This design comes from an exercise in tuning for small area on the open sky130 flow, not from production work. Only simulation tests tie the RTL to the original design; equivalence was not proved. No activity file was given, so power comes from the tool's default toggle rates.

== quartz ==
==> module regfile_mp, before the edit <==
module regfile_mp #(
  parameter int DATA_W   = 32,
  parameter int ADDR_W   = 6,
  parameter int ZERO_REG = 1
) (
  input  logic              clock,
  input  logic              reset_n,
  input  logic              read,
  input  logic              write,
  input  logic [ADDR_W-1:0] rs,
  input  logic [ADDR_W-1:0] rt,
  input  logic [ADDR_W-1:0] rd,
  input  logic [DATA_W-1:0] datain,
  output logic [DATA_W-1:0] rs_out,
  output logic [DATA_W-1:0] rt_out,
  output logic              busy
);
  localparam int DEPTH = 1 << ADDR_W;
  localparam int LO    = (ZERO_REG != 0) ? 1 : 0;
  localparam int NE    = DEPTH - LO;    
  logic [ADDR_W-1:0] cnt_q;
  logic              busy_q;
  always_ff @(posedge clock) begin
    if (!reset_n) begin
      cnt_q  <= '0;
      busy_q <= 1'b1;
    end else begin
      cnt_q  <= cnt_q + ADDR_W'(1);
      if (cnt_q == '1) busy_q <= 1'b0;
    end
  end
  assign busy = busy_q;
  logic [DATA_W-1:0] mem_q [LO:DEPTH-1];
  logic [DATA_W-1:0] wdata, wdata_n;
  assign wdata_n = ~(datain & {DATA_W{!busy_q}});
  for (genvar b = 0; b < DATA_W; b++) begin : g_wd
    regfile_mp_inv u_wd (.a(wdata_n[b]), .y(wdata[b]));
  end
  localparam int HB = ADDR_W / 2;
  localparam int LB = ADDR_W - HB;
  localparam int NH = 1 << HB;
  localparam int NL = 1 << LB;
  logic en, hold;
  assign en   = read && !busy_q && reset_n;
  assign hold = reset_n && !(read && !busy_q);
  logic [NH-1:0] wh, sh, th;
  logic [NL-1:0] wl, sl, tl;
  for (genvar j = 0; j < NH; j++) begin : g_ph
    assign wh[j]   = write && rd[ADDR_W-1:LB] == HB'(j);
    assign sh[j]   = en && rs[ADDR_W-1:LB] == HB'(j);
    assign th[j]   = en && rt[ADDR_W-1:LB] == HB'(j);
  end
  for (genvar k = 0; k < NL; k++) begin : g_pl
    assign wl[k]   = rd[LB-1:0] == LB'(k);
    assign sl[k]   = rs[LB-1:0] == LB'(k);
    assign tl[k]   = rt[LB-1:0] == LB'(k);
  end
  logic [NE-1:0] rs_sel, rt_sel;
  for (genvar i = LO; i < DEPTH; i++) begin : g_row
    localparam int J = i >> LB;
    localparam int K = i & (NL - 1);
    logic nwe, we, ns, nt;
    regfile_mp_aoi21 u_nwe  (.a0(wh[J]), .a1(wl[K]), .b(busy_q), .y(nwe));
    regfile_mp_inv   u_we   (.a(nwe), .y(we));
    regfile_mp_nand3 u_ns   (.a(sh[J]), .b(sl[K]), .c(nwe), .y(ns));
    regfile_mp_inv   u_s    (.a(ns), .y(rs_sel[i-LO]));
    regfile_mp_nand3 u_nt   (.a(th[J]), .b(tl[K]), .c(nwe), .y(nt));
    regfile_mp_inv   u_t    (.a(nt), .y(rt_sel[i-LO]));
    always_ff @(posedge clock) begin
      if (we) mem_q[i] <= wdata;
    end
  end
  logic rs_byp, rt_byp;
  assign rs_byp = en && write && rd == rs && !(ZERO_REG != 0 && rs == '0);
  assign rt_byp = en && write && rd == rt && !(ZERO_REG != 0 && rt == '0);
  logic [NE-1:0][DATA_W-1:0] ent;
  for (genvar i = LO; i < DEPTH; i++) begin : g_ent
    assign ent[i-LO] = mem_q[i];
  end
  logic [DATA_W-1:0] rs_d, rt_d;
  regfile_mp_rdmux #(.NE(NE), .W(DATA_W)) u_rs (
    .sel(rs_sel), .ent(ent), .byp(rs_byp), .din(datain), .hold(hold), .q(rs_out), .d(rs_d)
  );
  regfile_mp_rdmux #(.NE(NE), .W(DATA_W)) u_rt (
    .sel(rt_sel), .ent(ent), .byp(rt_byp), .din(datain), .hold(hold), .q(rt_out), .d(rt_d)
  );
  always_ff @(posedge clock) begin
    rs_out <= rs_d;
    rt_out <= rt_d;
  end
endmodule
==> flow/config.mk <==
export PLATFORM = sky130hd
export DESIGN_NAME = regfile_mp
export DESIGN_NICKNAME = regfile_mp
export VERILOG_FILES = /design/flow/design.v
export SDC_FILE = /design/flow/constraint.sdc
export NUM_CORES = 4
export LEC_CHECK = 0
export CAP_MARGIN = 20
export CORE_MARGIN = 2
export CORE_UTILIZATION = 60
export SLEW_MARGIN = 20
export SYNTH_HIERARCHICAL = 1
export SYNTH_MINIMUM_KEEP_SIZE = 0
==> flow/constraint.sdc <==
create_clock -name core_clock -period 5.0 [get_ports {clock}]
set_input_delay 1.0000 -clock core_clock [delete_from_list [all_inputs] [get_ports {clock}]]
set_output_delay 1.0000 -clock core_clock [all_outputs]
set_load 0.01 [all_outputs]
standard.sh (not shown) runs the stock make flow with config.mk's settings and CLKGATE_MAP_FILE= SYNTH_SCRIPT=/design/flow/synth_recipe.tcl, a recipe that flattens the netlist after the stock synthesis.
==> flow/flow/run.sh <==
#!/bin/bash
# Own layout flow: the standard ORFS flow (standard.sh, unchanged
# synthesis and floorplan) with three changes:
#  - before each global placement the register-file flip-flops are placed as
#    a regular array and fixed (array_place.tcl), and released afterwards
#    (array_release.tcl), so rows and columns of the file get short nets;
#  - port buffers use sky130_fd_sc_hd__buf_1;
#  - clock tree synthesis does not insert dummy loads.
# Each step's full output goes to the ORFS logs under orfs/logs/; make's own
# output goes to flow_make.log here.
set -euo pipefail
here=$(pwd)
export PRE_GLOBAL_PLACE_SKIP_IO_TCL=$here/flow/array_place.tcl
export PRE_GLOBAL_PLACE_TCL=$here/flow/array_place.tcl
export POST_GLOBAL_PLACE_TCL=$here/flow/array_release.tcl
export BUFFER_PORTS_ARGS="-buffer_cell sky130_fd_sc_hd__buf_1"
export CTS_ARGS="-sink_clustering_enable -repair_clock_nets -dont_use_dummy_load -sink_clustering_size 18 -sink_clustering_max_diameter 45 -buf_list sky130_fd_sc_hd__clkbuf_8"
bash standard.sh > flow_make.log 2>&1
Other scripts of this flow, unchanged in this note and not shown: flow/flow/array_place.tcl, flow/flow/array_release.tcl
The flow did not stop early for quartz: all stages ran, and the layout cleared the timing, DRC and antenna checks.
Here is what was changed in the inputs of willow compared with quartz.
-- flow/design.v --
<<< quartz, line 46
  logic [NH-1:0] wh, sh, th;
  logic [NL-1:0] wl, sl, tl;
  for (genvar j = 0; j < NH; j++) begin : g_ph
    assign wh[j]   = write && rd[ADDR_W-1:LB] == HB'(j);
    assign sh[j]   = en && rs[ADDR_W-1:LB] == HB'(j);
    assign th[j]   = en && rt[ADDR_W-1:LB] == HB'(j);
  end
  for (genvar k = 0; k < NL; k++) begin : g_pl
>>> willow, line 46
  logic [NH-1:0] wh, sh, th;
  logic [NL-1:0] wl, sl, tl;
  logic rs_byp, rt_byp;
  assign rs_byp = en && write && rd == rs && !(ZERO_REG != 0 && rs == '0);
  assign rt_byp = en && write && rd == rt && !(ZERO_REG != 0 && rt == '0);
  for (genvar j = 0; j < NH; j++) begin : g_ph
    assign wh[j]   = write && rd[ADDR_W-1:LB] == HB'(j);
    assign sh[j]   = en && !rs_byp && rs[ADDR_W-1:LB] == HB'(j);
    assign th[j]   = en && !rt_byp && rt[ADDR_W-1:LB] == HB'(j);
  end
  for (genvar k = 0; k < NL; k++) begin : g_pl
<<< quartz, line 63
    regfile_mp_aoi21 u_nwe  (.a0(wh[J]), .a1(wl[K]), .b(busy_q), .y(nwe));
    regfile_mp_inv   u_we   (.a(nwe), .y(we));
    regfile_mp_nand3 u_ns   (.a(sh[J]), .b(sl[K]), .c(nwe), .y(ns));
    regfile_mp_inv   u_s    (.a(ns), .y(rs_sel[i-LO]));
    regfile_mp_nand3 u_nt   (.a(th[J]), .b(tl[K]), .c(nwe), .y(nt));
    regfile_mp_inv   u_t    (.a(nt), .y(rt_sel[i-LO]));
    always_ff @(posedge clock) begin
>>> willow, line 66
    regfile_mp_aoi21 u_nwe  (.a0(wh[J]), .a1(wl[K]), .b(busy_q), .y(nwe));
    regfile_mp_inv   u_we   (.a(nwe), .y(we));
    regfile_mp_nand2 u_ns   (.a(sh[J]), .b(sl[K]), .y(ns));
    regfile_mp_inv   u_s    (.a(ns), .y(rs_sel[i-LO]));
    regfile_mp_nand2 u_nt   (.a(th[J]), .b(tl[K]), .y(nt));
    regfile_mp_inv   u_t    (.a(nt), .y(rt_sel[i-LO]));
    always_ff @(posedge clock) begin
<<< quartz, line 71
    end
  end
  logic rs_byp, rt_byp;
  assign rs_byp = en && write && rd == rs && !(ZERO_REG != 0 && rs == '0);
  assign rt_byp = en && write && rd == rt && !(ZERO_REG != 0 && rt == '0);
  logic [NE-1:0][DATA_W-1:0] ent;
  for (genvar i = LO; i < DEPTH; i++) begin : g_ent
>>> willow, line 74
    end
  end
  logic [NE-1:0][DATA_W-1:0] ent;
  for (genvar i = LO; i < DEPTH; i++) begin : g_ent
Notes after the runs:
- The post-route clock period utilization in willow sits 6.7 points above the value recorded for quartz.
- Comparing quartz with willow, the clock group share of total power came out essentially unchanged.
- Diff quartz..willow | sequential share of cell area | negligible
- Summary: with quartz as the reference, clock-buffer cell count in willow moved up slightly.
- | layout-stage area growth over the synthesis result | willow vs quartz | ≈ equal |
- NOTE fmax quartz->willow decreased by a little under 10%
- Compared with quartz, in willow share of synthesized cell area in and, or, nand and nor gates ~0 delta; data required time of the worst path neither gained nor lost much; clock transition at the registers of the reported paths has decreased.
- As far as power density over cell area is concerned, quartz and willow perform about the same.
- The mean instance size in the synthesized netlist reported for willow is smaller than that of quartz by about 0.3%.


Setup of red:
regfile_mp again, from the RTL that the note above started with.
export LEC_CHECK = 0
export CAP_MARGIN = 20
export CORE_MARGIN = 2
export CORE_UTILIZATION = 65
export SLEW_MARGIN = 20
export SYNTH_HIERARCHICAL = 1
export SYNTH_MINIMUM_KEEP_SIZE = 0
create_clock -name core_clock -period 5.0 [get_ports {clock}]
Scripts as last shown in full above: flow/flow/run.sh
Other scripts of this flow, unchanged in this note and not shown: flow/flow/array_place.tcl, flow/flow/array_release.tcl
red finished every step from synthesis to the final layout, and the layout passed the timing, DRC and antenna checks.
Input changes introduced in blue (baseline for comparison: red):
diff --git a/flow/design.v b/flow/design.v
--- a/flow/design.v
+++ b/flow/design.v
@@ -44,12 +44,15 @@
   assign en   = read && !busy_q && reset_n;
   assign hold = reset_n && !(read && !busy_q);
   logic [NH-1:0] wh, sh, th;
   logic [NL-1:0] wl, sl, tl;
+  logic rs_byp, rt_byp;
+  assign rs_byp = en && write && rd == rs && !(ZERO_REG != 0 && rs == '0);
+  assign rt_byp = en && write && rd == rt && !(ZERO_REG != 0 && rt == '0);
   for (genvar j = 0; j < NH; j++) begin : g_ph
     assign wh[j]   = write && rd[ADDR_W-1:LB] == HB'(j);
-    assign sh[j]   = en && rs[ADDR_W-1:LB] == HB'(j);
-    assign th[j]   = en && rt[ADDR_W-1:LB] == HB'(j);
+    assign sh[j]   = en && !rs_byp && rs[ADDR_W-1:LB] == HB'(j);
+    assign th[j]   = en && !rt_byp && rt[ADDR_W-1:LB] == HB'(j);
   end
   for (genvar k = 0; k < NL; k++) begin : g_pl
     assign wl[k]   = rd[LB-1:0] == LB'(k);
     assign sl[k]   = rs[LB-1:0] == LB'(k);
@@ -61,19 +64,16 @@
     localparam int K = i & (NL - 1);
     logic nwe, we, ns, nt;
     regfile_mp_aoi21 u_nwe  (.a0(wh[J]), .a1(wl[K]), .b(busy_q), .y(nwe));
     regfile_mp_inv   u_we   (.a(nwe), .y(we));
-    regfile_mp_nand3 u_ns   (.a(sh[J]), .b(sl[K]), .c(nwe), .y(ns));
+    regfile_mp_nand2 u_ns   (.a(sh[J]), .b(sl[K]), .y(ns));
     regfile_mp_inv   u_s    (.a(ns), .y(rs_sel[i-LO]));
-    regfile_mp_nand3 u_nt   (.a(th[J]), .b(tl[K]), .c(nwe), .y(nt));
+    regfile_mp_nand2 u_nt   (.a(th[J]), .b(tl[K]), .y(nt));
     regfile_mp_inv   u_t    (.a(nt), .y(rt_sel[i-LO]));
     always_ff @(posedge clock) begin
       if (we) mem_q[i] <= wdata;
     end
   end
-  logic rs_byp, rt_byp;
-  assign rs_byp = en && write && rd == rs && !(ZERO_REG != 0 && rs == '0);
-  assign rt_byp = en && write && rd == rt && !(ZERO_REG != 0 && rt == '0);
   logic [NE-1:0][DATA_W-1:0] ent;
   for (genvar i = LO; i < DEPTH; i++) begin : g_ent
     assign ent[i-LO] = mem_q[i];
   end
--- outcome ---
blue: no failed stages, no open violations at the end
Via count on blue is behind red.
Fmax in blue is 0.0037 GHz higher than in red
Worst setup slack sits higher in blue than in red.
In the reports for blue and red, the smaller post-route minimum period belongs to blue.
Against red, blue reports a non-clock buffer instance count of the final layout that is higher.

==> separate check: timing with driven ports <==
No port has a modelled driver above. Below, the same layouts with a new extraction and two added sets of constraints. Step 1 sets driving cells, clkbuf_16 on the clock port and buf_2 on the other inputs (assumed; they add their load-dependent delay and slew). Step 2 also shifts input and output timing later by t, the mid clock arrival at the registers, as if the neighbouring blocks saw the same clock. Slacks: ideal / step 1 / step 2; pairs: ideal / step 1.
run | shift t [ns] | setup WS [ns] | worst hold slack (ns) | clock arrival spread, ns | worst slew at a driven data input, ns
quartz | 0.992 | 1.296 / 1.221 / 0.229 | 0.404 / 0.452 / 0.467 | 0.101 / 0.101 | 0.23
willow | 0.990 | 0.960 / 0.914 / -0.076 | 0.476 / 0.466 / 0.483 | 0.075 / 0.076 | 0.28
red | 0.994 | 0.823 / 0.823 / 0.075 | 0.485 / 0.485 / 0.485 | 0.094 / 0.094 | 0.25
blue | 1.005 | 0.887 / 0.887 / -0.118 | 0.423 / 0.455 / 0.473 | 0.071 / 0.072 | 0.32
With both steps, setup timing fails in willow and blue, where it was met with ideal ports. The setup slack of quartz, which loses most, moves by -0.075 ns with the drivers and by -1.067 ns with both steps.
